Background: an optimization exercise with open tools, aiming at small area, a short achievable clock period and few clock cycles per item. Do not read the settings as production practice. Only simulation tests tie the RTL to the original design; equivalence was not proved. Power and IR drop assume default switching activity.

==> flow/design.v <==
`timescale 1ns/100ps
package pcie_app_pkg;
  localparam int NUM_STRM   = 4;
  localparam int DATA_W     = 64;
  localparam int REG_ADDR_W = 10;
  localparam int BUF_DEPTH  = 16;
  localparam logic [REG_ADDR_W-1:0] REG_CTRL     = 10'd0;
  localparam logic [REG_ADDR_W-1:0] REG_STATUS   = 10'd1;
  localparam logic [REG_ADDR_W-1:0] REG_SRC_BASE = 10'd8;
  localparam logic [REG_ADDR_W-1:0] REG_LEN_BASE = 10'd9;
endpackage
`timescale 1ns/100ps
module pcie_reg_file (
  input  logic                                   clk_i,
  input  logic                                   rst_i,
  input  logic                                   reg_wr_i,
  input  logic                                   reg_rd_i,
  input  logic [pcie_app_pkg::REG_ADDR_W-1:0]    reg_addr_i,
  input  logic [31:0]                            reg_wdata_i,
  output logic [31:0]                            reg_rdata_o,
  output logic                                   reg_rd_ack_o,
  output logic [pcie_app_pkg::NUM_STRM-1:0]      strm_en_o,
  output logic [pcie_app_pkg::NUM_STRM-1:0]      strm_en_nxt_o,
  output logic [pcie_app_pkg::NUM_STRM*29-1:0]   src_o,
  output logic [pcie_app_pkg::NUM_STRM*29-1:0]   len_o,
  output logic [pcie_app_pkg::NUM_STRM-1:0]      len_zero_o,
  output logic [pcie_app_pkg::NUM_STRM-1:0]      len_short_o,
  input  logic [pcie_app_pkg::NUM_STRM-1:0]      strm_done_i
);
  localparam int NUM_STRM   = pcie_app_pkg::NUM_STRM;
  localparam int REG_ADDR_W = pcie_app_pkg::REG_ADDR_W;
  localparam logic [REG_ADDR_W-1:0] REG_CTRL     = pcie_app_pkg::REG_CTRL;
  localparam logic [REG_ADDR_W-1:0] REG_STATUS   = pcie_app_pkg::REG_STATUS;
  localparam logic [REG_ADDR_W-1:0] REG_SRC_BASE = pcie_app_pkg::REG_SRC_BASE;
  localparam logic [REG_ADDR_W-1:0] REG_LEN_BASE = pcie_app_pkg::REG_LEN_BASE;
  logic [NUM_STRM-1:0] ctrl_q;
  logic [NUM_STRM-1:0] ctrl_nxt;
  logic [NUM_STRM-1:0] status_q;
  logic [NUM_STRM-1:0] status_nxt;
  logic [28:0]         src_q [NUM_STRM];
  logic [28:0]         len_q [NUM_STRM];
  logic [NUM_STRM-1:0] len_zero_q;
  logic [NUM_STRM-1:0] len_short_q;
  logic [31:0]         rd_mux;
  logic [31:0]         rdata_q;
  logic                rd_ack_q;
  always_comb
  begin
    ctrl_nxt   = ctrl_q;
    status_nxt = status_q;
    if (reg_wr_i && reg_addr_i == REG_CTRL)
      ctrl_nxt = reg_wdata_i[NUM_STRM-1:0];
    if (reg_wr_i && reg_addr_i == REG_STATUS)
      status_nxt = status_q & ~reg_wdata_i[NUM_STRM-1:0];
    ctrl_nxt   = ctrl_nxt & ~strm_done_i;
    status_nxt = status_nxt | strm_done_i;
  end
  always_ff @(posedge clk_i)
  begin
    if (rst_i)
    begin
      ctrl_q   <= '0;
      status_q <= '0;
    end
    else
    begin
      ctrl_q   <= ctrl_nxt;
      status_q <= status_nxt;
    end
  end
  always_ff @(posedge clk_i)
  begin
    if (reg_wr_i)
    begin
      for (int n = 0; n < NUM_STRM; n++)
      begin
        if (reg_addr_i == REG_ADDR_W'(REG_SRC_BASE + 2 * n))
          src_q[n] <= reg_wdata_i[31:3];
        if (reg_addr_i == REG_ADDR_W'(REG_LEN_BASE + 2 * n))
        begin
          len_q[n]       <= reg_wdata_i[31:3];
          len_zero_q[n]  <= (reg_wdata_i[31:3] == '0);
          len_short_q[n] <= (reg_wdata_i[31:3] <= 29'd16);
        end
      end
    end
  end
  always_comb
  begin
    case (reg_addr_i)
      REG_CTRL:   rd_mux = 32'(ctrl_q);
      REG_STATUS: rd_mux = 32'(status_q);
      default:    rd_mux = '0;
    endcase
    for (int n = 0; n < NUM_STRM; n++)
    begin
      if (reg_addr_i == REG_ADDR_W'(REG_SRC_BASE + 2 * n))
        rd_mux = {src_q[n], 3'b000};
      if (reg_addr_i == REG_ADDR_W'(REG_LEN_BASE + 2 * n))
        rd_mux = {len_q[n], 3'b000};
    end
  end
  always_ff @(posedge clk_i)
  begin
    rdata_q <= rd_mux;
  end
  always_ff @(posedge clk_i)
  begin
    if (rst_i)
      rd_ack_q <= 1'b0;
    else
      rd_ack_q <= reg_rd_i;
  end
  assign reg_rdata_o  = rdata_q;
  assign reg_rd_ack_o = rd_ack_q;
  assign strm_en_o    = ctrl_q;
  assign strm_en_nxt_o = (reg_wr_i && reg_addr_i == REG_CTRL) ? reg_wdata_i[NUM_STRM-1:0] : ctrl_q;
  assign len_zero_o   = len_zero_q;
  assign len_short_o  = len_short_q;
  for (genvar n = 0; n < NUM_STRM; n++)
  begin : gen_cfg
    assign src_o[n*29 +: 29] = src_q[n];
    assign len_o[n*29 +: 29] = len_q[n];
  end
endmodule
`timescale 1ns/100ps
module user_pcie_stream_gen (
  input  logic                                   clk_i,
  input  logic                                   rst_i,
  input  logic                                   taken_i,
  input  logic [1:0]                             taken_strm_i,
  input  logic [4:0]                             taken_words_i,
  output logic                                   ready_o,
  output logic [pcie_app_pkg::NUM_STRM-1:0]      strm_busy_o,
  input  logic                                   cpl_valid_i,
  input  logic [7:0]                             cpl_tag_i,
  input  logic [pcie_app_pkg::DATA_W-1:0]        cpl_data_i,
  output logic [pcie_app_pkg::NUM_STRM-1:0]      strm_valid_o,
  input  logic [pcie_app_pkg::NUM_STRM-1:0]      strm_ack_i,
  output logic [pcie_app_pkg::NUM_STRM*pcie_app_pkg::DATA_W-1:0] strm_data_o
);
  localparam int NS     = pcie_app_pkg::NUM_STRM;
  localparam int DEPTH  = pcie_app_pkg::BUF_DEPTH;
  localparam int DATA_W = pcie_app_pkg::DATA_W;
  logic [1:0]        own_q;      
  logic [4:0]        pend_q;     
  logic [DEPTH-1:0]  wsel_q;     
  logic [DEPTH-1:0]  rsel_q;     
  logic [4:0]        cnt_q;      
  logic [DATA_W-1:0] rd_word;
  logic [DATA_W-1:0] mem_q [DEPTH];
  logic [NS-1:0]     hv_q;       
  logic [DATA_W-1:0] head_q;
  logic              push;
  logic              fifo_any;
  logic              head_free;
  logic              head_load;
  logic [4:0]        pend_nxt;
  logic              cnt0;
  logic              cnt1;
  assign push      = cpl_valid_i;
  assign fifo_any  = !cnt0;
  assign head_free = ((hv_q & strm_ack_i) != '0) || (hv_q == '0);
  assign head_load = head_free && (fifo_any || push);
  assign pend_nxt = taken_i ? taken_words_i : pend_q - 5'(push);
  assign cnt0    = (cnt_q == 5'd0);
  assign cnt1    = (cnt_q == 5'd1);
  assign ready_o = ((pend_q == 5'd0) || (pend_q == 5'd1 && push)) &&
                   ((cnt0 && (!push || head_free)) || (cnt1 && !push && head_free));
  always_ff @(posedge clk_i)
  begin
    if (rst_i)
    begin
      pend_q <= '0;
      wsel_q <= DEPTH'(1);
      rsel_q <= DEPTH'(1);
      cnt_q  <= '0;
      hv_q   <= '0;
    end
    else
    begin
      pend_q <= pend_nxt;
      if (push)
        wsel_q <= {wsel_q[DEPTH-2:0], wsel_q[DEPTH-1]};
      if (head_load)
        rsel_q <= {rsel_q[DEPTH-2:0], rsel_q[DEPTH-1]};
      if (push && !head_load)
        cnt_q <= cnt_q + 5'd1;
      else if (!push && head_load)
        cnt_q <= cnt_q - 5'd1;
      if (head_free)
        hv_q <= head_load ? NS'(1) << own_q : '0;
    end
  end
  always_ff @(posedge clk_i)
  begin
    if (taken_i)
      own_q <= taken_strm_i;
  end
  always_ff @(posedge clk_i)
  begin
    if (head_free)
      head_q <= fifo_any ? rd_word : cpl_data_i;
  end
  always_ff @(posedge clk_i)
  begin
    for (int w = 0; w < DEPTH; w++)
      if (wsel_q[w] && !cnt_q[4])
        mem_q[w] <= cpl_data_i;
  end
  always_comb
  begin
    rd_word = '0;
    for (int w = 0; w < DEPTH; w++)
      rd_word = rd_word | (mem_q[w] & {DATA_W{rsel_q[w]}});
  end
  always_comb
  begin
    for (int n = 0; n < NS; n++)
    begin
      strm_busy_o[n] = hv_q[n] || ((pend_q != '0 || fifo_any) && own_q == 2'(n));
      strm_data_o[n*DATA_W +: DATA_W] = head_q;
    end
  end
  assign strm_valid_o = hv_q;
endmodule
`timescale 1ns/100ps
module user_dma_req_arbiter (
  input  logic                                  clk_i,
  input  logic                                  rst_i,
  input  logic [pcie_app_pkg::NUM_STRM-1:0]     strm_en_i,
  input  logic [pcie_app_pkg::NUM_STRM-1:0]     strm_en_nxt_i,
  input  logic [pcie_app_pkg::NUM_STRM*29-1:0]  src_i,
  input  logic [pcie_app_pkg::NUM_STRM*29-1:0]  len_i,
  input  logic [pcie_app_pkg::NUM_STRM-1:0]     len_zero_i,
  input  logic [pcie_app_pkg::NUM_STRM-1:0]     len_short_i,
  output logic [pcie_app_pkg::NUM_STRM-1:0]     strm_done_o,
  input  logic                                  buf_ready_i,
  input  logic [pcie_app_pkg::NUM_STRM-1:0]     buf_strm_busy_i,
  output logic                                  taken_o,
  output logic [1:0]                            taken_strm_o,
  output logic [4:0]                            taken_words_o,
  output logic [51:0]                           rd_req_o,
  output logic                                  rd_req_valid_o,
  input  logic                                  rd_req_ack_i
);
  localparam int NS = pcie_app_pkg::NUM_STRM;
  logic [NS-1:0] issued_q;        
  logic [NS-1:0] issued_set;
  logic [NS-1:0] cand_nxt;
  logic [NS-1:0] pick_nxt;
  logic [NS-1:0] pick_q;          
  logic          cand_any_q;      
  logic [1:0]    pick_idx;
  logic          cont_q;          
  logic          prep_q;          
  logic          vld_q;           
  logic          taken;
  logic          free;
  logic          load;
  logic [1:0]    req_strm_q;
  logic [28:0]   req_addr_q;
  logic [4:0]    req_words_q;
  logic [28:0]   rem_q;           
  logic          le32_q;          
  logic [28:0]   new_src;
  logic [28:0]   new_len;
  logic          new_short;
  logic [28:0]   nxt_addr;
  logic [28:0]   nxt_rem;
  logic [4:0]    nxt_words;
  logic          nxt_last;
  assign taken = vld_q && rd_req_ack_i;
  assign free  = !(prep_q || vld_q) || taken;
  assign load  = free && (cont_q || cand_any_q);
  always_comb
  begin
    pick_idx = 2'd0;
    for (int n = 0; n < NS; n++)
      if (pick_q[n])
        pick_idx = 2'(n);
    issued_set = '0;
    if (load && nxt_last)
      issued_set[cont_q ? req_strm_q : pick_idx] = 1'b1;
    cand_nxt = strm_en_nxt_i & ~issued_q & ~issued_set & ~len_zero_i;
    pick_nxt = cand_nxt & ~(cand_nxt - 1'b1);
    for (int n = 0; n < NS; n++)
      strm_done_o[n] = strm_en_i[n] && (issued_q[n] || len_zero_i[n]) && !buf_strm_busy_i[n] &&
                       !((prep_q || vld_q) && req_strm_q == 2'(n));
  end
  always_ff @(posedge clk_i)
  begin
    if (rst_i)
    begin
      pick_q     <= '0;
      cand_any_q <= 1'b0;
    end
    else
    begin
      pick_q     <= pick_nxt;
      cand_any_q <= (cand_nxt != '0);
    end
  end
  always_comb
  begin
    new_src   = '0;
    new_len   = '0;
    new_short = 1'b0;
    for (int n = 0; n < NS; n++)
    begin
      new_src   = new_src | (src_i[n*29 +: 29] & {29{pick_q[n]}});
      new_len   = new_len | (len_i[n*29 +: 29] & {29{pick_q[n]}});
      new_short = new_short | (len_short_i[n] & pick_q[n]);
    end
    if (cont_q)
    begin
      nxt_addr  = req_addr_q + 29'd16;
      nxt_rem   = {rem_q[28:4] - 25'd1, rem_q[3:0]};
      nxt_last  = le32_q;
      nxt_words = nxt_last ? {~rem_q[4], rem_q[3:0]} : 5'd16;
    end
    else
    begin
      nxt_addr  = new_src;
      nxt_rem   = new_len;
      nxt_last  = new_short;
      nxt_words = new_short ? new_len[4:0] : 5'd16;
    end
  end
  always_ff @(posedge clk_i)
  begin
    if (rst_i)
    begin
      prep_q <= 1'b0;
      vld_q  <= 1'b0;
      cont_q <= 1'b0;
    end
    else
    begin
      if (taken)
        vld_q <= 1'b0;
      if (prep_q && buf_ready_i)
      begin
        prep_q <= 1'b0;
        vld_q  <= 1'b1;
      end
      if (load)
      begin
        cont_q <= !nxt_last;
        if (!(prep_q || vld_q) && buf_ready_i)
          vld_q  <= 1'b1;
        else
          prep_q <= 1'b1;
      end
    end
  end
  always_ff @(posedge clk_i)
  begin
    if (load)
    begin
      if (!cont_q)
        req_strm_q <= pick_idx;
      req_addr_q  <= nxt_addr;
      req_words_q <= nxt_words;
      rem_q       <= nxt_rem;
      le32_q      <= cont_q ? (rem_q <= 29'd48) : (new_len <= 29'd32);
    end
  end
  always_ff @(posedge clk_i)
  begin
    for (int n = 0; n < NS; n++)
    begin
      if (rst_i || !strm_en_i[n])
        issued_q[n] <= 1'b0;
      else if (issued_set[n])
        issued_q[n] <= 1'b1;
    end
  end
  assign taken_o       = taken;
  assign taken_strm_o  = req_strm_q;
  assign taken_words_o = req_words_q;
  assign rd_req_valid_o = vld_q;
  assign rd_req_o       = {req_addr_q, 3'b000, 4'b0000, req_words_q, 3'b000, 6'b000001, req_strm_q};
endmodule
`timescale 1ns/100ps
module pcie_app (
  input  logic          clk_i,
  input  logic          rst_i,
  input  logic          reg_wr_i,
  input  logic          reg_rd_i,
  input  logic [9:0]    reg_addr_i,
  input  logic [31:0]   reg_wdata_i,
  output logic [31:0]   reg_rdata_o,
  output logic          reg_rd_ack_o,
  output logic [51:0]   rd_req_o,
  output logic          rd_req_valid_o,
  input  logic          rd_req_ack_i,
  input  logic          cpl_valid_i,
  input  logic [7:0]    cpl_tag_i,
  input  logic [63:0]   cpl_data_i,
  output logic [3:0]    strm_valid_o,
  input  logic [3:0]    strm_ack_i,
  output logic [255:0]  strm_data_o
);
  localparam int NS = pcie_app_pkg::NUM_STRM;
  logic [NS-1:0]    strm_en;
  logic [NS-1:0]    strm_en_nxt;
  logic [NS*29-1:0] src;
  logic [NS*29-1:0] len;
  logic [NS-1:0]    len_zero;
  logic [NS-1:0]    len_short;
  logic [NS-1:0]    strm_done;
  logic             taken;
  logic [1:0]       taken_strm;
  logic [4:0]       taken_words;
  logic             buf_ready;
  logic [NS-1:0]    buf_strm_busy;
  pcie_reg_file reg_file_i (
    .clk_i        (clk_i),
    .rst_i        (rst_i),
    .reg_wr_i     (reg_wr_i),
    .reg_rd_i     (reg_rd_i),
    .reg_addr_i   (reg_addr_i),
    .reg_wdata_i  (reg_wdata_i),
    .reg_rdata_o  (reg_rdata_o),
    .reg_rd_ack_o (reg_rd_ack_o),
    .strm_en_o    (strm_en),
    .strm_en_nxt_o (strm_en_nxt),
    .src_o        (src),
    .len_o        (len),
    .len_zero_o   (len_zero),
    .len_short_o  (len_short),
    .strm_done_i  (strm_done)
  );
  user_dma_req_arbiter dra_i (
    .clk_i           (clk_i),
    .rst_i           (rst_i),
    .strm_en_i       (strm_en),
    .strm_en_nxt_i   (strm_en_nxt),
    .src_i           (src),
    .len_i           (len),
    .len_zero_i      (len_zero),
    .len_short_i     (len_short),
    .strm_done_o     (strm_done),
    .buf_ready_i     (buf_ready),
    .buf_strm_busy_i (buf_strm_busy),
    .taken_o         (taken),
    .taken_strm_o    (taken_strm),
    .taken_words_o   (taken_words),
    .rd_req_o        (rd_req_o),
    .rd_req_valid_o  (rd_req_valid_o),
    .rd_req_ack_i    (rd_req_ack_i)
  );
  user_pcie_stream_gen psg_i (
    .clk_i          (clk_i),
    .rst_i          (rst_i),
    .taken_i        (taken),
    .taken_strm_i   (taken_strm),
    .taken_words_i  (taken_words),
    .ready_o        (buf_ready),
    .strm_busy_o    (buf_strm_busy),
    .cpl_valid_i    (cpl_valid_i),
    .cpl_tag_i      (cpl_tag_i),
    .cpl_data_i     (cpl_data_i),
    .strm_valid_o   (strm_valid_o),
    .strm_ack_i     (strm_ack_i),
    .strm_data_o    (strm_data_o)
  );
endmodule
==> flow/flow/run.sh <==
#!/bin/bash
# Standard layout, with the port buffers made from buf_1 cells instead of
# the delay buffers the flow picks by default. Every port keeps its buffer.
set -euo pipefail
cat >> config.mk <<'MK'
export BUFFER_PORTS_ARGS = -buffer_cell sky130_fd_sc_hd__buf_1
MK
bash standard.sh > standard.log 2>&1
==> flow/standard.sh <==
#!/bin/bash
# synth_recipe.tcl (not shown) runs the flow's synth.tcl, then flattens the netlist and writes it again
# the make line also repeats each setting of config.mk as NAME=value (left out here)
make -C /OpenROAD-flow-scripts/flow DESIGN_CONFIG=/design/flow/config.mk WORK_HOME=/design/flow/orfs CLKGATE_MAP_FILE= SYNTH_SCRIPT=/design/flow/synth_recipe.tcl "${@:-finish}"
==> flow/config.mk <==
export PLATFORM = sky130hd
export DESIGN_NAME = pcie_app
export DESIGN_NICKNAME = pcie_app
export VERILOG_FILES = /design/flow/design.v
export SDC_FILE = /design/flow/constraint.sdc
export NUM_CORES = 4
export LEC_CHECK = 0
export ABC_CLOCK_PERIOD_IN_PS = 3000
export CAP_MARGIN = 20
export CORE_MARGIN = 2
export CORE_UTILIZATION = 80
export CTS_CLUSTER_DIAMETER = 70
export CTS_CLUSTER_SIZE = 25
export SETUP_SLACK_MARGIN = 4.3
export SLEW_MARGIN = 20
export BUFFER_PORTS_ARGS = -buffer_cell sky130_fd_sc_hd__buf_1
==> flow/constraint.sdc <==
create_clock -name core_clock -period 7.0 [get_ports {clk_i}]
set_input_delay 1.4000 -clock core_clock [delete_from_list [all_inputs] [get_ports {clk_i}]]
set_output_delay 1.4000 -clock core_clock [all_outputs]
set_load 0.01 [all_outputs]
==> results.txt, run 1 <==
# TYPE chip_impl_metric gauge
chip_impl_metric{name="path_max_fanout",unit=""} 9
chip_impl_metric{name="floorplan.die_area",unit="mm^2"} 0.0746
chip_impl_info{name="cts-root-buf",value="sky130_fd_sc_hd__clkbuf_16"} 1
chip_impl_metric{name="synth_enable_flop_cells",unit=""} 1396
chip_impl_info{name="synth_top_family_by_area",value="compound AO/OA/AOI/OAI gates"} 1
chip_impl_metric{name="place_congestion",unit=""} 0.895
chip_impl_metric{name="powerDensity",unit="mW/mm^2"} 301
chip_impl_metric{name="synth_cells",unit=""} 3575
chip_impl_metric{name="skew",unit="ns"} 0.0236
chip_impl_metric{name="muxShareOfSynthArea",unit="%"} 2.11
chip_impl_metric{name="timing.slew.headroom",unit="%"} 24.0
chip_impl_metric{name="grt_start_max_net_pins",unit=""} 77
chip_impl_metric{name="syn-mean-instance-area",unit="um^2"} 16.2
chip_impl_metric{name="final.min_clock_period",unit="ns"} 2.79
chip_impl_metric{name="synthSimpleGateAreaFrac",unit="%"} 5.13
chip_impl_metric{name="grt_use_total",unit="%"} 42.0
chip_impl_metric{name="grt-ovfl-total",unit=""} 0
chip_impl_info{name="cts_tree",value="built"} 1
chip_impl_metric{name="irDropWorstVdd",unit="V"} 0.000305
chip_impl_metric{name="synth-seq-area-share",unit="%"} 75.8
chip_impl_metric{name="report.final.setup_viol",unit=""} 0
chip_impl_metric{name="die_w",unit="um"} 273
chip_impl_metric{name="cts.htree.levels",unit=""} 3
chip_impl_metric{name="cts_max_path_buffers",unit=""} 3
chip_impl_metric{name="multi_input_comb_area",unit="mm^2"} 0.0120
chip_impl_metric{name="final_design_area_no_fill",unit="mm^2"} 0.0621
chip_impl_metric{name="place_area",unit="mm^2"} 0.0592
chip_impl_metric{name="port-buffer-count",unit=""} 445
chip_impl_metric{name="clock_sinks",unit=""} 1495
chip_impl_metric{name="path_clk_slew",unit="ns"} 0.09
chip_impl_metric{name="postLayoutCoreUtil",unit="%"} 86.8
chip_impl_metric{name="synth_xor_area_share",unit="%"} 0.741
chip_impl_metric{name="cell_leakage_power",unit="nW"} 19.5
chip_impl_metric{name="placementRows",unit=""} 98
chip_impl_metric{name="final-hold-violation-count",unit=""} 0
chip_impl_info{name="rsz0062_at_grt",value="yes"} 1
chip_impl_metric{name="async_flop_share",unit="%"} 0
chip_impl_metric{name="vias",unit=""} 36500
chip_impl_info{name="worst-setup-path-type",value="in -> reg"} 1
chip_impl_metric{name="seq_area",unit="mm^2"} 0.0439
chip_impl_metric{name="insertion_delay",unit="ns"} 0.66
chip_impl_metric{name="initial_core_util",unit="%"} 80.9
chip_impl_metric{name="ff2ff_setup_slack",unit="ns"} 4.22
chip_impl_info{name="timing.hold.worst.class",value="reg -> reg"} 1
chip_impl_metric{name="timing.final.ws_setup",unit="ns"} 4.21
chip_impl_metric{name="via_cell_ratio",unit=""} 7.63
chip_impl_metric{name="cts_made_buffers",unit=""} 70
chip_impl_metric{name="drt_pass1_iterations",unit=""} 6
chip_impl_info{name="synth-main-ff-cell",value="sky130_fd_sc_hd__edfxtp_1"} 1
chip_impl_metric{name="post_route_cells_drive_above_1_share",unit="%"} 10.4
chip_impl_info{name="type_of_origin_of_the_critical_path",value="input port"} 1
chip_impl_metric{name="worst_ep_required_time",unit="ns"} 7.42
chip_impl_info{name="endpoint_kind",value="flop"} 1
chip_impl_metric{name="fill_cells",unit=""} 3001
chip_impl_metric{name="first_global_vias",unit=""} 35700
chip_impl_metric{name="hold_buffers",unit=""} 0
chip_impl_metric{name="drtAntennaViolNets",unit=""} 0
chip_impl_metric{name="synth_area",unit="mm^2"} 0.0579
chip_impl_metric{name="tightest_slew",unit="ns"} 1.14
chip_impl_metric{name="post-route-period-util",unit="%"} 39.8
chip_impl_metric{name="routed_wire_length_per_instance",unit="um"} 33.2
chip_impl_metric{name="fp.dieH",unit="um"} 273
chip_impl_metric{name="grt_first_pass_wirelength",unit="mm"} 226
chip_impl_metric{name="yosys_register_bits",unit=""} 1495
chip_impl_metric{name="p_total",unit="mW"} 18.7
chip_impl_metric{name="grt_antenna_before_repair",unit=""} 11
chip_impl_metric{name="yosysWarnings",unit=""} 6
chip_impl_info{name="dominant_cells_by_area_after_synthesis",value="sky130_fd_sc_hd__edfxtp_1 72%, sky130_fd_sc_hd__a22oi_1 4.8%, sky130_fd_sc_hd__dfxtp_1 3.4%, sky130_fd_sc_hd__buf_4 2.7%, sky130_fd_sc_hd__a22o_1 2.4%"} 1
chip_impl_metric{name="max_cap_violation_count",unit=""} 0
chip_impl_metric{name="maximum_clock_rate",unit="MHz"} 359
chip_impl_metric{name="num-nets-final",unit=""} 3928
chip_impl_metric{name="synth_compound_area_share",unit="%"} 11.7
chip_impl_metric{name="totalNegativeSetupSlack",unit="ns"} 0
chip_impl_metric{name="detailedPlacementHpwl",unit="mm"} 80.8
chip_impl_metric{name="synth-adder-area-share",unit="%"} 0.173
chip_impl_metric{name="place_ws",unit="ns"} 2.62
chip_impl_metric{name="core-area",unit="mm^2"} 0.0716
chip_impl_metric{name="max_slew_violation_count",unit=""} 0
chip_impl_metric{name="area.growth.synth_to_final",unit="%"} 7.26
chip_impl_info{name="post-synth-top-count-cell",value="sky130_fd_sc_hd__edfxtp_1"} 1
chip_impl_metric{name="yosysUniqueCellTypes",unit=""} 76
chip_impl_metric{name="critPathArrivalTime",unit="ns"} 3.21
chip_impl_info{name="netlist_top_cells_count",value="1396 x sky130_fd_sc_hd__edfxtp_1, 369 x sky130_fd_sc_hd__a22oi_1, 215 x sky130_fd_sc_hd__nor2_1, 208 x sky130_fd_sc_hd__buf_4, 156 x sky130_fd_sc_hd__a22o_1"} 1
chip_impl_metric{name="initialDrtViolationCount",unit=""} 6260
chip_impl_metric{name="totalWireLength",unit="mm"} 159
chip_impl_metric{name="netlist.area_leader.share",unit="%"} 72.4
chip_impl_info{name="run_status",value="no timing/DRC/antenna violations"} 1
chip_impl_metric{name="design.portCount",unit=""} 470
chip_impl_info{name="synth_top_area_cell",value="sky130_fd_sc_hd__edfxtp_1"} 1
chip_impl_metric{name="drt_drc_violations_left",unit=""} 0
[final timing paths]
kind	startpoint	endpoint	cells after the start
hold reg to reg	reg_file_i.status_q[1]$_SDFF_PP0_	reg_file_i.status_q[1]$_SDFF_PP0_	2
setup / recovery	reg_wdata_i[8]	reg_file_i.len_zero_q[2]$_DFFE_PP_	4
hold / removal	reg_file_i.status_q[1]$_SDFF_PP0_	reg_file_i.status_q[1]$_SDFF_PP0_	2
setup reg to reg	dra_i.req_addr_q[4]$_DFFE_PP_	dra_i.req_addr_q[16]$_DFFE_PP_	9
[sequential cells by signal (all words and copies together), names as in the netlist, 16 cells and up]
name / count
reg_file_i.len_q: 116
dra_i.rem_q: 29
psg_i.head_q: 64
psg_i.mem_q: 1024
reg_file_i.rdata_q: 32
dra_i.req_addr_q: 29
reg_file_i.src_q: 116
psg_i.wsel_q: 16
psg_i.rsel_q: 16
[critical path: stages]
cell and delay (ns):
sky130_fd_sc_hd__buf_1 0.17, sky130_fd_sc_hd__nor4_1 0.69, sky130_fd_sc_hd__nand4_1 0.45, sky130_fd_sc_hd__nor4_2 0.50
[cell type report]
| class | instances | area share [%] |
|---|---|---|
| clock inverter | 4 | 0.0544 |
| tap | 950 | 1.91 |
| clock buffer | 93 | 3.10 |
| antenna | 13 | 0.0524 |
| inverter | 21 | 0.173 |
| sequential | 1495 | 70.7 |
| timing repair buffer | 544 | 4.63 |
| multi-input combinational | 1664 | 19.3 |
[cell families after synthesis]
logic type | count (synthesis)
AO/OA/AOI/OAI | 893
XOR/XNOR | 49
adder cells (fa/ha/maj) | 8
buffers and inverters | 436
flip-flops | 1495
multiplexers | 84
other | 2
AND/OR/NAND/NOR | 608
[cell usage in the layout (no fill, tap or decap), drive strengths merged, types with 16 or more instances in the layout]
cell     netlist  layout
dfxtp         99      99
nor2         217     221
a21oi        134     134
nand4         52      52
nor2b         22      22
nand3         69      69
inv           18      20
a22o         156     156
a41oi         21      21
a221oi       109     109
nor4          24      24
a221o         20      20
a22oi        369     369
conb           2      16
nor3          51      51
mux4          30      30
and3          30      30
edfxtp      1396    1396
buf          274     462
nand2        104     104
o21ai         16      16
o2bb2ai       20      20
xnor2         25      25
clkbuf       141     175
mux2i         50      50
xor2          24      24
[report_power, final]
part | internal, mW | switching, mW
sequential | 10.3 | 0.457
clock | 1.95 | 2.59
combinational | 1.09 | 2.33
total | 13.3 | 5.38
[stage by stage]
step           instances  hold WS [ns]
2_1_floorplan       3589         0.436
3_3_place_gp        4622         0.445
3_5_place_dp        4624         0.470
4_1_cts             4757         0.484
5_1_grt             4778         0.510
6_report            4784         0.483
[routing by layer]
layer	track usage [%]	vias up	part of all wire, %
met4	21.0	6	5.8
met2	69.3	3646	49
met5	0	-	0.022
met3	8.70	652	14
met1	54.3	17700	31
li1	-	14500	-
[what timing repair did]
item,4_1_cts,5_1_grt
cloned,6,1
endpoints found under the setup margin,543,280
buffers inserted,30,13
pin swaps,10,2
resized for setup,50,112
Testbench counts, summed over its fixed seeds: cycles 29,398, words 15,263.
==> run 2: changes to the inputs <==
--- a/flow/design.v
+++ b/flow/design.v
@@ -37,8 +37,8 @@
   logic [NUM_STRM-1:0] ctrl_nxt;
   logic [NUM_STRM-1:0] status_q;
   logic [NUM_STRM-1:0] status_nxt;
-  logic [28:0]         src_q [NUM_STRM];
-  logic [28:0]         len_q [NUM_STRM];
+  logic [31:0]         src_q [NUM_STRM];
+  logic [31:0]         len_q [NUM_STRM];
   logic [NUM_STRM-1:0] len_zero_q;
   logic [NUM_STRM-1:0] len_short_q;
   logic [31:0]         rd_mux;
@@ -75,10 +75,10 @@
       for (int n = 0; n < NUM_STRM; n++)
       begin
         if (reg_addr_i == REG_ADDR_W'(REG_SRC_BASE + 2 * n))
-          src_q[n] <= reg_wdata_i[31:3];
+          src_q[n] <= reg_wdata_i;
         if (reg_addr_i == REG_ADDR_W'(REG_LEN_BASE + 2 * n))
         begin
-          len_q[n]       <= reg_wdata_i[31:3];
+          len_q[n]       <= reg_wdata_i;
           len_zero_q[n]  <= (reg_wdata_i[31:3] == '0);
           len_short_q[n] <= (reg_wdata_i[31:3] <= 29'd16);
         end
@@ -95,9 +95,9 @@
     for (int n = 0; n < NUM_STRM; n++)
     begin
       if (reg_addr_i == REG_ADDR_W'(REG_SRC_BASE + 2 * n))
-        rd_mux = {src_q[n], 3'b000};
+        rd_mux = src_q[n];
       if (reg_addr_i == REG_ADDR_W'(REG_LEN_BASE + 2 * n))
-        rd_mux = {len_q[n], 3'b000};
+        rd_mux = len_q[n];
     end
   end
   always_ff @(posedge clk_i)
@@ -119,8 +119,8 @@
   assign len_short_o  = len_short_q;
   for (genvar n = 0; n < NUM_STRM; n++)
   begin : gen_cfg
-    assign src_o[n*29 +: 29] = src_q[n];
-    assign len_o[n*29 +: 29] = len_q[n];
+    assign src_o[n*29 +: 29] = src_q[n][31:3];
+    assign len_o[n*29 +: 29] = len_q[n][31:3];
   end
 endmodule
 `timescale 1ns/100ps
==> run 2 against run 1 <==
Compared with the run above: sequential power hardly changed; wire length is 7.4% higher; critical path depth is 1 higher; final cell count is 4.5% higher; first-iteration DRC count is 21% higher; sequential share of layout area is 0.85 points lower; core utilization is 0.83 points higher; die area is 1.6% higher; fmax is 3.1% lower; non-clock buffer count is 36 higher; clock-buffer cell count is 3 lower; critical endpoint is now reg_file_i.len_q[3][19]$_DFFE_PP_; largest power group unchanged.
==> results.txt, run 2 <==
# TYPE chip_impl_metric gauge
chip_impl_metric{name="grt_use_total",unit="%"} 43.8
chip_impl_metric{name="synth_cells",unit=""} 3748
chip_impl_metric{name="initial_core_util",unit="%"} 80.7
chip_impl_metric{name="p_int",unit="mW"} 13.6
chip_impl_metric{name="totalWireLength",unit="mm"} 171
chip_impl_metric{name="hold_buffers",unit=""} 0
chip_impl_metric{name="via_cell_ratio",unit=""} 7.70
chip_impl_metric{name="irDropWorstVdd",unit="V"} 0.000357
chip_impl_metric{name="hold_depth",unit=""} 2
chip_impl_info{name="post-synth-top-count-cell",value="sky130_fd_sc_hd__edfxtp_1"} 1
chip_impl_metric{name="drtAntennaViolNets",unit=""} 0
chip_impl_metric{name="syn-mean-instance-area",unit="um^2"} 15.7
chip_impl_info{name="cts-root-buf",value="sky130_fd_sc_hd__clkbuf_16"} 1
chip_impl_info{name="endpoint_kind",value="flop"} 1
chip_impl_metric{name="area.growth.synth_to_final",unit="%"} 8.51
chip_impl_metric{name="netlist.area_leader.share",unit="%"} 72.4
chip_impl_metric{name="grt_start_max_net_pins",unit=""} 73
chip_impl_metric{name="grt-ovfl-total",unit=""} 0
chip_impl_info{name="type_of_origin_of_the_critical_path",value="input port"} 1
chip_impl_info{name="synth-main-ff-cell",value="sky130_fd_sc_hd__edfxtp_1"} 1
chip_impl_metric{name="cell_leakage_power",unit="nW"} 20.2
chip_impl_info{name="worstReg2RegStart",value="psg_i.cnt_q[4]$_SDFFE_PP0P_"} 1
chip_impl_metric{name="combinationalPowerShare",unit="%"} 19.5
chip_impl_info{name="layout_common_cells",value="1420 x sky130_fd_sc_hd__edfxtp_1, 417 x sky130_fd_sc_hd__a22oi_1, 355 x sky130_fd_sc_hd__buf_1"} 1
chip_impl_metric{name="die_w",unit="um"} 275
chip_impl_metric{name="vias",unit=""} 38500
chip_impl_metric{name="core-area",unit="mm^2"} 0.0730
chip_impl_metric{name="maximum_clock_rate",unit="MHz"} 348
chip_impl_metric{name="switching_share",unit="%"} 29.5
chip_impl_metric{name="initialDrtViolationCount",unit=""} 7569
chip_impl_info{name="hold-path-endpoint",value="reg_file_i.rdata_q[1]$_DFF_P_"} 1
chip_impl_metric{name="path_clk_slew",unit="ns"} 0.09
chip_impl_metric{name="first_global_vias",unit=""} 37000
chip_impl_metric{name="grt_first_pass_wirelength",unit="mm"} 238
chip_impl_metric{name="placementRows",unit=""} 99
chip_impl_metric{name="insertion_delay",unit="ns"} 0.66
chip_impl_metric{name="path_max_fanout",unit=""} 18
chip_impl_metric{name="timing.slew.headroom",unit="%"} 20.9
chip_impl_metric{name="yosysUniqueCellTypes",unit=""} 76
chip_impl_metric{name="post-route-period-util",unit="%"} 41.1
chip_impl_metric{name="synth-seq-area-share",unit="%"} 75.8
chip_impl_metric{name="final-hold-violation-count",unit=""} 0
chip_impl_metric{name="ff2ff_setup_slack",unit="ns"} 4.30
chip_impl_info{name="synth_top_area_cell",value="sky130_fd_sc_hd__edfxtp_1"} 1
chip_impl_info{name="run_status",value="no timing/DRC/antenna violations"} 1
chip_impl_metric{name="synth_area",unit="mm^2"} 0.0589
chip_impl_metric{name="fp.dieH",unit="um"} 275
chip_impl_metric{name="num-nets-final",unit=""} 4132
chip_impl_metric{name="grt_antenna_before_repair",unit=""} 18
chip_impl_metric{name="design.portCount",unit=""} 470
chip_impl_metric{name="critPathArrivalTime",unit="ns"} 3.20
chip_impl_metric{name="port-buffer-count",unit=""} 445
chip_impl_metric{name="routed_wire_length_per_instance",unit="um"} 34.1
chip_impl_info{name="crit-reg2reg-capture",value="psg_i.mem_q[12][35]$_DFFE_PP_"} 1
chip_impl_metric{name="worst_ep_required_time",unit="ns"} 7.32
chip_impl_metric{name="yosys_register_bits",unit=""} 1519
chip_impl_info{name="dominant_cells_by_area_after_synthesis",value="sky130_fd_sc_hd__edfxtp_1 72%, sky130_fd_sc_hd__a22oi_1 5.3%, sky130_fd_sc_hd__dfxtp_1 3.4%, sky130_fd_sc_hd__buf_4 2.7%, sky130_fd_sc_hd__nor2_1 1.7%"} 1
chip_impl_metric{name="report.final.setup_viol",unit=""} 0
chip_impl_info{name="worst_path_cell_chain",value="buf_1 -> nor3b_4 -> nand2_1 -> nor3_4 -> buf_4"} 1
chip_impl_info{name="mostFrequentLayoutCell",value="sky130_fd_sc_hd__edfxtp_1"} 1
chip_impl_info{name="worstHoldStart",value="reg_file_i.len_q[3][1]$_DFFE_PP_"} 1
chip_impl_info{name="max_flop_register",value="psg_i.mem_q"} 1
chip_impl_metric{name="reg2regPathDepth",unit=""} 3
chip_impl_metric{name="fin_worst_hold_slack",unit="ns"} 0.481
chip_impl_metric{name="yosysWarnings",unit=""} 6
chip_impl_info{name="cts_tree",value="built"} 1
chip_impl_metric{name="cts_max_path_buffers",unit=""} 3
chip_impl_metric{name="tightest_slew",unit="ns"} 1.18
chip_impl_metric{name="cts_made_buffers",unit=""} 71
chip_impl_metric{name="max_cap_violation_count",unit=""} 0
chip_impl_metric{name="async_flop_share",unit="%"} 0
chip_impl_metric{name="floorplan.die_area",unit="mm^2"} 0.0758
chip_impl_info{name="layout_top_registers",value="psg_i.mem_q: 1024 flops, reg_file_i.len_q: 128 flops, reg_file_i.src_q: 128 flops"} 1
chip_impl_info{name="timing.hold.worst.class",value="reg -> reg"} 1
chip_impl_metric{name="skew",unit="ns"} 0.0265
chip_impl_info{name="rsz0062_at_grt",value="yes"} 1
chip_impl_metric{name="powerDensity",unit="mW/mm^2"} 302
chip_impl_metric{name="clock_sinks",unit=""} 1519
chip_impl_info{name="netlist_top_cells_count",value="1420 x sky130_fd_sc_hd__edfxtp_1, 419 x sky130_fd_sc_hd__a22oi_1, 274 x sky130_fd_sc_hd__nor2_1, 209 x sky130_fd_sc_hd__buf_4, 148 x sky130_fd_sc_hd__clkbuf_1"} 1
chip_impl_metric{name="net-switching-power",unit="mW"} 5.69
chip_impl_metric{name="largest_register_ffs",unit=""} 1024
chip_impl_info{name="critical-path-slowest-cell",value="sky130_fd_sc_hd__nand2_1"} 1
chip_impl_metric{name="max_slew_violation_count",unit=""} 0
chip_impl_metric{name="synth_enable_flop_cells",unit=""} 1420
chip_impl_metric{name="detailedPlacementHpwl",unit="mm"} 85.6
chip_impl_metric{name="cts.htree.levels",unit=""} 3
chip_impl_metric{name="final.min_clock_period",unit="ns"} 2.88
chip_impl_metric{name="post_route_cells_drive_above_1_share",unit="%"} 11.9
chip_impl_metric{name="power.clock.fraction",unit="%"} 24.1
chip_impl_metric{name="seq_power_share",unit="%"} 56.4
chip_impl_info{name="worst-setup-path-type",value="in -> reg"} 1
chip_impl_metric{name="drt_drc_violations_left",unit=""} 0
chip_impl_metric{name="drt_pass1_iterations",unit=""} 7
chip_impl_metric{name="slowest_delay",unit="ns"} 0.42
chip_impl_metric{name="place_congestion",unit=""} 0.898
chip_impl_metric{name="totalNegativeSetupSlack",unit="ns"} 0
run 2: worst max-delay path, delay by kind of cell:
kind	cells	cell delay [ns]
and+or+nand+nor	3	1.21
buffers and inverters	2	0.57
run 2: what timing repair did:
action                                  CTS  global route
setup buffers                            40            26
pin swaps                                15            12
endpoints found under the setup margin  564           432
resized for setup                        53           142
cloned                                   10             6
run 2: logic make-up after synthesis:
kind of cell,share of synthesized area [%]
buf+inv,4.22
other cells,0.0128
mux,1.19
compound gates,12.4
simple gates,5.50
xor+xnor,0.714
flops,75.8
fa+ha+maj,0.170
run 2: routing by layer:
metal | vias up | part of all wire [%] | track usage [%]
li1 | 15200 | - | -
met2 | 4124 | 48 | 71.0
met1 | 18400 | 30 | 56.0
met5 | - | 0.060 | 0
met4 | 10 | 7.0 | 26.2
met3 | 783 | 15 | 8.68
run 2: layout make-up:
| class | instances | area [um^2] |
|---|---|---|
| Tap cell | 959 | 1200 |
| Timing Repair Buffer | 580 | 3260 |
| Clock buffer | 90 | 1930 |
| Fill cell | 2910 | 9060 |
| Antenna cell | 13 | 32.5 |
| Timing Repair inverter | 1 | 7.51 |
| Clock inverter | 9 | 93.8 |
| Inverter | 22 | 104 |
| Multi-Input combinational cell | 1805 | 12600 |
| Sequential cell | 1519 | 44700 |
run 2: stage by stage:
stage	instance area, um^2	util, %	cells	setup WS [ns]	total power [mW]
after floorplan	59500	-	3762	3.19	13.6
after global placement	60400	82.8	4801	2.19	14.2
after detailed placement	60500	82.9	4804	2.15	14.4
after CTS	63200	86.7	4953	4.12	18.9
after global routing	63900	87.6	4995	4.12	19.8
final	63900	87.6	4998	4.12	19.3
run 2: power groups by stage:
| stage | Combinational, mW | Sequential, mW | Clock (mW) |
|---|---|---|---|
| 2_1_floorplan | 2.62 | 11.0 | 0 |
| 5_1_grt | 3.96 | 10.9 | 4.91 |
| 3_3_place_gp | 3.17 | 11.0 | 0 |
| 6_report | 3.76 | 10.9 | 4.66 |
| 4_1_cts | 3.42 | 10.9 | 4.61 |
| 3_5_place_dp | 3.29 | 11.1 | 0 |
run 2: worst max-delay path by stage:
stage	from	to	slack, ns	depth (start not counted)
after floorplan	psg_i.cnt_q[4]$_SDFFE_PP0P_	psg_i.mem_q[10][0]$_DFFE_PP_	3.19	2
after global placement	reg_addr_i[5]	reg_file_i.len_q[3][25]$_DFFE_PP_	2.19	5
after detailed placement	reg_addr_i[5]	reg_file_i.len_q[3][25]$_DFFE_PP_	2.15	5
after CTS	strm_ack_i[1]	psg_i.head_q[51]$_DFFE_PP_	4.12	4
after global routing	reg_addr_i[9]	reg_file_i.len_q[3][19]$_DFFE_PP_	4.12	5
final	reg_addr_i[9]	reg_file_i.len_q[3][19]$_DFFE_PP_	4.12	5
Testbench counts of run 2, summed over its fixed seeds: cycles 29,398, words 15,263.
==> run 3: changes to the inputs <==
--- a/flow/config.mk
+++ b/flow/config.mk
@@ -9,8 +9,8 @@
 export CAP_MARGIN = 20
 export CORE_MARGIN = 2
 export CORE_UTILIZATION = 80
-export CTS_CLUSTER_DIAMETER = 70
-export CTS_CLUSTER_SIZE = 25
+export CTS_CLUSTER_DIAMETER = 80
+export CTS_CLUSTER_SIZE = 30
 export SETUP_SLACK_MARGIN = 4.3
 export SLEW_MARGIN = 20
 export BUFFER_PORTS_ARGS = -buffer_cell sky130_fd_sc_hd__buf_1
==> run 3 against run 2 <==
Compared with the run above: largest cell class unchanged; die area did not move; synthesized cell count did not move; sequential power barely moved; still clean on timing, DRC and antenna; core utilization fell by 0.55 points; sequential share of layout area rose by 0.45 points; worst setup slack got worse by 0.012 ns; first-iteration DRC count fell by 11%; register-to-register slack got worse by 0.14 ns; clock power fell by 12%; cell area fell by 0.63%; largest power group unchanged; clock skew rose by 0.0097 ns; wire length fell by 1.7%.
==> results.txt, run 3 <==
# TYPE chip_impl_metric gauge
chip_impl_metric{name="skew",unit="ns"} 0.0362
chip_impl_metric{name="clock_sinks",unit=""} 1519
chip_impl_metric{name="path_clk_slew",unit="ns"} 0.11
chip_impl_info{name="cts-root-buf",value="sky130_fd_sc_hd__clkbuf_16"} 1
chip_impl_info{name="timing.hold.worst.class",value="reg -> reg"} 1
chip_impl_metric{name="grt_antenna_before_repair",unit=""} 14
chip_impl_metric{name="yosys_register_bits",unit=""} 1519
chip_impl_info{name="worstHoldStart",value="reg_file_i.len_q[3][29]$_DFFE_PP_"} 1
chip_impl_metric{name="slowest_delay",unit="ns"} 0.48
chip_impl_info{name="endpoint_kind",value="flop"} 1
chip_impl_metric{name="maximum_clock_rate",unit="MHz"} 346
chip_impl_metric{name="drtAntennaViolNets",unit=""} 0
chip_impl_info{name="synth_top_area_cell",value="sky130_fd_sc_hd__edfxtp_1"} 1
chip_impl_info{name="worst_path_cell_chain",value="buf_1 -> buf_4 -> nor4_2 -> nand4_4 -> mux2i_1 -> mux2_4 -> o31ai_1 -> a21oi_1"} 1
chip_impl_metric{name="hold_buffers",unit=""} 0
chip_impl_metric{name="powerDensity",unit="mW/mm^2"} 296
chip_impl_metric{name="yosysWarnings",unit=""} 6
chip_impl_metric{name="cell_leakage_power",unit="nW"} 20.2
chip_impl_metric{name="cts_made_buffers",unit=""} 57
chip_impl_info{name="dominant_cells_by_area_after_synthesis",value="sky130_fd_sc_hd__edfxtp_1 72%, sky130_fd_sc_hd__a22oi_1 5.3%, sky130_fd_sc_hd__dfxtp_1 3.4%, sky130_fd_sc_hd__buf_4 2.7%, sky130_fd_sc_hd__nor2_1 1.7%"} 1
chip_impl_metric{name="drt_pass1_iterations",unit=""} 8
chip_impl_metric{name="floorplan.die_area",unit="mm^2"} 0.0758
chip_impl_metric{name="max_cap_violation_count",unit=""} 0
chip_impl_metric{name="final.min_clock_period",unit="ns"} 2.89
chip_impl_metric{name="grt_start_max_net_pins",unit=""} 73
chip_impl_metric{name="combinationalPowerShare",unit="%"} 19.9
chip_impl_metric{name="final-hold-violation-count",unit=""} 0
chip_impl_metric{name="cts.htree.levels",unit=""} 2
chip_impl_metric{name="seq_power_share",unit="%"} 58.1
chip_impl_metric{name="timing.slew.headroom",unit="%"} 22.0
chip_impl_metric{name="largest_register_ffs",unit=""} 1024
chip_impl_metric{name="power.clock.fraction",unit="%"} 21.9
chip_impl_metric{name="report.final.setup_viol",unit=""} 0
chip_impl_info{name="critical-path-slowest-cell",value="sky130_fd_sc_hd__nor4_2"} 1
chip_impl_metric{name="fill_cells",unit=""} 2978
chip_impl_info{name="max_flop_register",value="psg_i.mem_q"} 1
chip_impl_info{name="layout_common_cells",value="1420 x sky130_fd_sc_hd__edfxtp_1, 417 x sky130_fd_sc_hd__a22oi_1, 265 x sky130_fd_sc_hd__nor2_1"} 1
chip_impl_metric{name="grt_first_pass_wirelength",unit="mm"} 234
chip_impl_metric{name="routed_wire_length_per_instance",unit="um"} 33.6
chip_impl_info{name="cts_tree",value="built"} 1
chip_impl_metric{name="hold_depth",unit=""} 2
chip_impl_metric{name="synth_enable_flop_cells",unit=""} 1420
chip_impl_metric{name="port-buffer-count",unit=""} 445
chip_impl_metric{name="place_congestion",unit=""} 0.898
chip_impl_metric{name="num-nets-final",unit=""} 4112
chip_impl_metric{name="yosysUniqueCellTypes",unit=""} 76
chip_impl_metric{name="path_max_fanout",unit=""} 22
chip_impl_metric{name="core-area",unit="mm^2"} 0.0730
chip_impl_metric{name="totalNegativeSetupSlack",unit="ns"} 0
chip_impl_metric{name="reg2regPathDepth",unit=""} 7
chip_impl_metric{name="crit_cells",unit=""} 8
chip_impl_info{name="netlist_top_cells_count",value="1420 x sky130_fd_sc_hd__edfxtp_1, 419 x sky130_fd_sc_hd__a22oi_1, 274 x sky130_fd_sc_hd__nor2_1, 209 x sky130_fd_sc_hd__buf_4, 148 x sky130_fd_sc_hd__clkbuf_1"} 1
chip_impl_info{name="layout_top_registers",value="psg_i.mem_q: 1024 flops, reg_file_i.len_q: 128 flops, reg_file_i.src_q: 128 flops"} 1
chip_impl_metric{name="fp.dieH",unit="um"} 275
chip_impl_metric{name="timing.critical_path.buf_inv",unit=""} 2
chip_impl_metric{name="grt_use_total",unit="%"} 43.0
chip_impl_metric{name="max_slew_violation_count",unit=""} 0
chip_impl_metric{name="post-route-period-util",unit="%"} 41.2
chip_impl_info{name="type_of_origin_of_the_critical_path",value="input port"} 1
chip_impl_metric{name="irDropWorstVdd",unit="V"} 0.000400
chip_impl_metric{name="place_area",unit="mm^2"} 0.0605
chip_impl_metric{name="netlist.area_leader.share",unit="%"} 72.4
chip_impl_metric{name="cts_max_path_buffers",unit=""} 3
chip_impl_info{name="mostFrequentLayoutCell",value="sky130_fd_sc_hd__edfxtp_1"} 1
chip_impl_metric{name="design.portCount",unit=""} 470
chip_impl_metric{name="first_global_vias",unit=""} 36800
chip_impl_metric{name="placementRows",unit=""} 99
chip_impl_metric{name="critPathArrivalTime",unit="ns"} 3.43
chip_impl_metric{name="die_w",unit="um"} 275
chip_impl_info{name="worst-setup-path-type",value="in -> reg"} 1
chip_impl_metric{name="totalWireLength",unit="mm"} 168
chip_impl_info{name="post-synth-top-count-cell",value="sky130_fd_sc_hd__edfxtp_1"} 1
chip_impl_info{name="run_status",value="no timing/DRC/antenna violations"} 1
chip_impl_metric{name="area.growth.synth_to_final",unit="%"} 7.83
chip_impl_metric{name="switching_share",unit="%"} 29.4
chip_impl_metric{name="p_int",unit="mW"} 13.2
chip_impl_info{name="rsz0062_at_grt",value="yes"} 1
chip_impl_info{name="timing_startpoint_of_the_critical_path",value="reg_addr_i[2]"} 1
chip_impl_metric{name="final_design_area_no_fill",unit="mm^2"} 0.0635
chip_impl_metric{name="via_cell_ratio",unit=""} 7.66
chip_impl_metric{name="tightest_slew",unit="ns"} 1.17
chip_impl_metric{name="vias",unit=""} 38200
chip_impl_metric{name="synth-seq-area-share",unit="%"} 75.8
chip_impl_metric{name="detailedPlacementHpwl",unit="mm"} 85.6
chip_impl_metric{name="async_flop_share",unit="%"} 0
chip_impl_metric{name="post_route_cells_drive_above_1_share",unit="%"} 14.1
chip_impl_info{name="synth-main-ff-cell",value="sky130_fd_sc_hd__edfxtp_1"} 1
chip_impl_metric{name="initial_core_util",unit="%"} 80.7
chip_impl_metric{name="worst_ep_required_time",unit="ns"} 7.54
chip_impl_info{name="worstReg2RegStart",value="dra_i.req_addr_q[10]$_DFFE_PP_"} 1
chip_impl_metric{name="synth_cells",unit=""} 3748
chip_impl_metric{name="multi_input_comb_area",unit="mm^2"} 0.0125
chip_impl_metric{name="seq_area",unit="mm^2"} 0.0447
chip_impl_metric{name="grt-ovfl-total",unit=""} 0
chip_impl_metric{name="synth_area",unit="mm^2"} 0.0589
chip_impl_metric{name="insertion_delay",unit="ns"} 0.68
chip_impl_metric{name="drt_drc_violations_left",unit=""} 0
chip_impl_info{name="path_delay_family",value="simple AND/OR/NAND/NOR gates"} 1
chip_impl_metric{name="syn-mean-instance-area",unit="um^2"} 15.7
chip_impl_metric{name="initialDrtViolationCount",unit=""} 6760
chip_impl_metric{name="net-switching-power",unit="mW"} 5.53
run 3: cell counts after synthesis:
No cell type changed its count.
run 3: cells by family after synthesis:
family | after synthesis | synth area share (%)
DFF | 1519 | 75.8
AOI/OAI and AO/OA | 985 | 12.4
and+or+nand+nor | 675 | 5.50
buffers and inverters | 449 | 4.22
muxes | 62 | 1.19
xor gates and xnor gates | 48 | 0.714
adders and majority gates | 8 | 0.170
other | 2 | 0.0128
run 3: cell type report:
cell class,instances,area share [%]
Antenna cell,12,0.0473
Tap cell,959,1.89
Clock inverter,7,0.106
Clock buffer,86,2.42
Multi-Input combinational cell,1802,19.8
Timing Repair Buffer,577,5.25
Timing Repair inverter,1,0.0118
Sequential cell,1519,70.3
Inverter,22,0.167
run 3: worst min-delay path: cells and delay by family, from the launching register on:
kind,cells,cell delay (ns)
AOI/OAI and AO/OA,1,0.06
and+or+nand+nor,1,0.05
DFF,1,0.36
run 3: timing repair:
action	CTS	global route
pin swaps	16	6
setup buffers	52	12
resized for setup	61	244
setup endpoints to repair	622	596
cloned	7	5
endpoints found under the hold margin	0	0
run 3: path summary, 6_finish.rpt:
path,to,slack (ns)
worst min-delay path,reg_file_i.rdata_q[29]$_DFF_P_,0.49
worst min register to register,reg_file_i.rdata_q[29]$_DFF_P_,0.49
worst max register to register,dra_i.req_addr_q[28]$_DFFE_PP_,4.16
worst max-delay path,dra_i.cand_any_q$_SDFF_PP0_,4.11
run 3: through the flow:
step,worst slack [ns],utilization (%),cells,power (mW),hold slack [ns]
5_1_grt,3.96,87.0,4982,19.3,0.515
3_3_place_gp,2.19,82.8,4801,14.2,0.456
4_1_cts,4.06,86.2,4956,18.4,0.492
3_5_place_dp,2.15,82.9,4804,14.4,0.467
6_report,4.11,87.0,4985,18.8,0.493
2_1_floorplan,3.19,-,3762,13.6,0.432
run 3: routing by layer:
layer / routed length (um) / vias up / GRT usage (%)
met5: 45 / - / 0
met3: 23700 / 784 / 8.07
met2: 80900 / 3865 / 70.1
li1: - / 15200 / -
met1: 51100 / 18400 / 55.4
met4: 12000 / 6 / 24.4
run 3: power by group through the flow:
stage | clock network (mW) | logic [mW] | registers [mW]
final | 4.12 | 3.74 | 10.9
after global routing | 4.36 | 3.95 | 10.9
after CTS | 4.07 | 3.48 | 10.9
after detailed placement | 0 | 3.29 | 11.1
after global placement | 0 | 3.17 | 11.0
after floorplan | 0 | 2.62 | 11.0

==> port drivers added, routing unchanged <==
How much do the figures lean on ideal ports? The routed layouts below were timed once more, with nothing changed but the port constraints.
Step 1 assumes that a clkbuf_16 drives the clock port and a buf_2 every other input.
Step 2 times the ports against the registers' clock, not the clock port: input delays grow and output delays shrink by t, the midpoint of the rising clock arrivals with the driver on.
Slacks: no drivers / after step 1 / after step 2; pairs: no drivers / after step 1.
run | t (ns) | setup WS [ns] | pins driven straight from the clock port
run 1 | 0.718 | 4.214 / 4.143 / 3.501 | 1
run 2 | 0.718 | 4.125 / 4.147 / 3.452 | 1
run 3 | 0.738 | 4.113 / 4.083 / 3.419 | 1
After both steps every run listed still meets setup and hold. For run 1, which loses most, drivers alone change the setup slack by -0.071 ns; drivers and shift together by -0.713 ns.
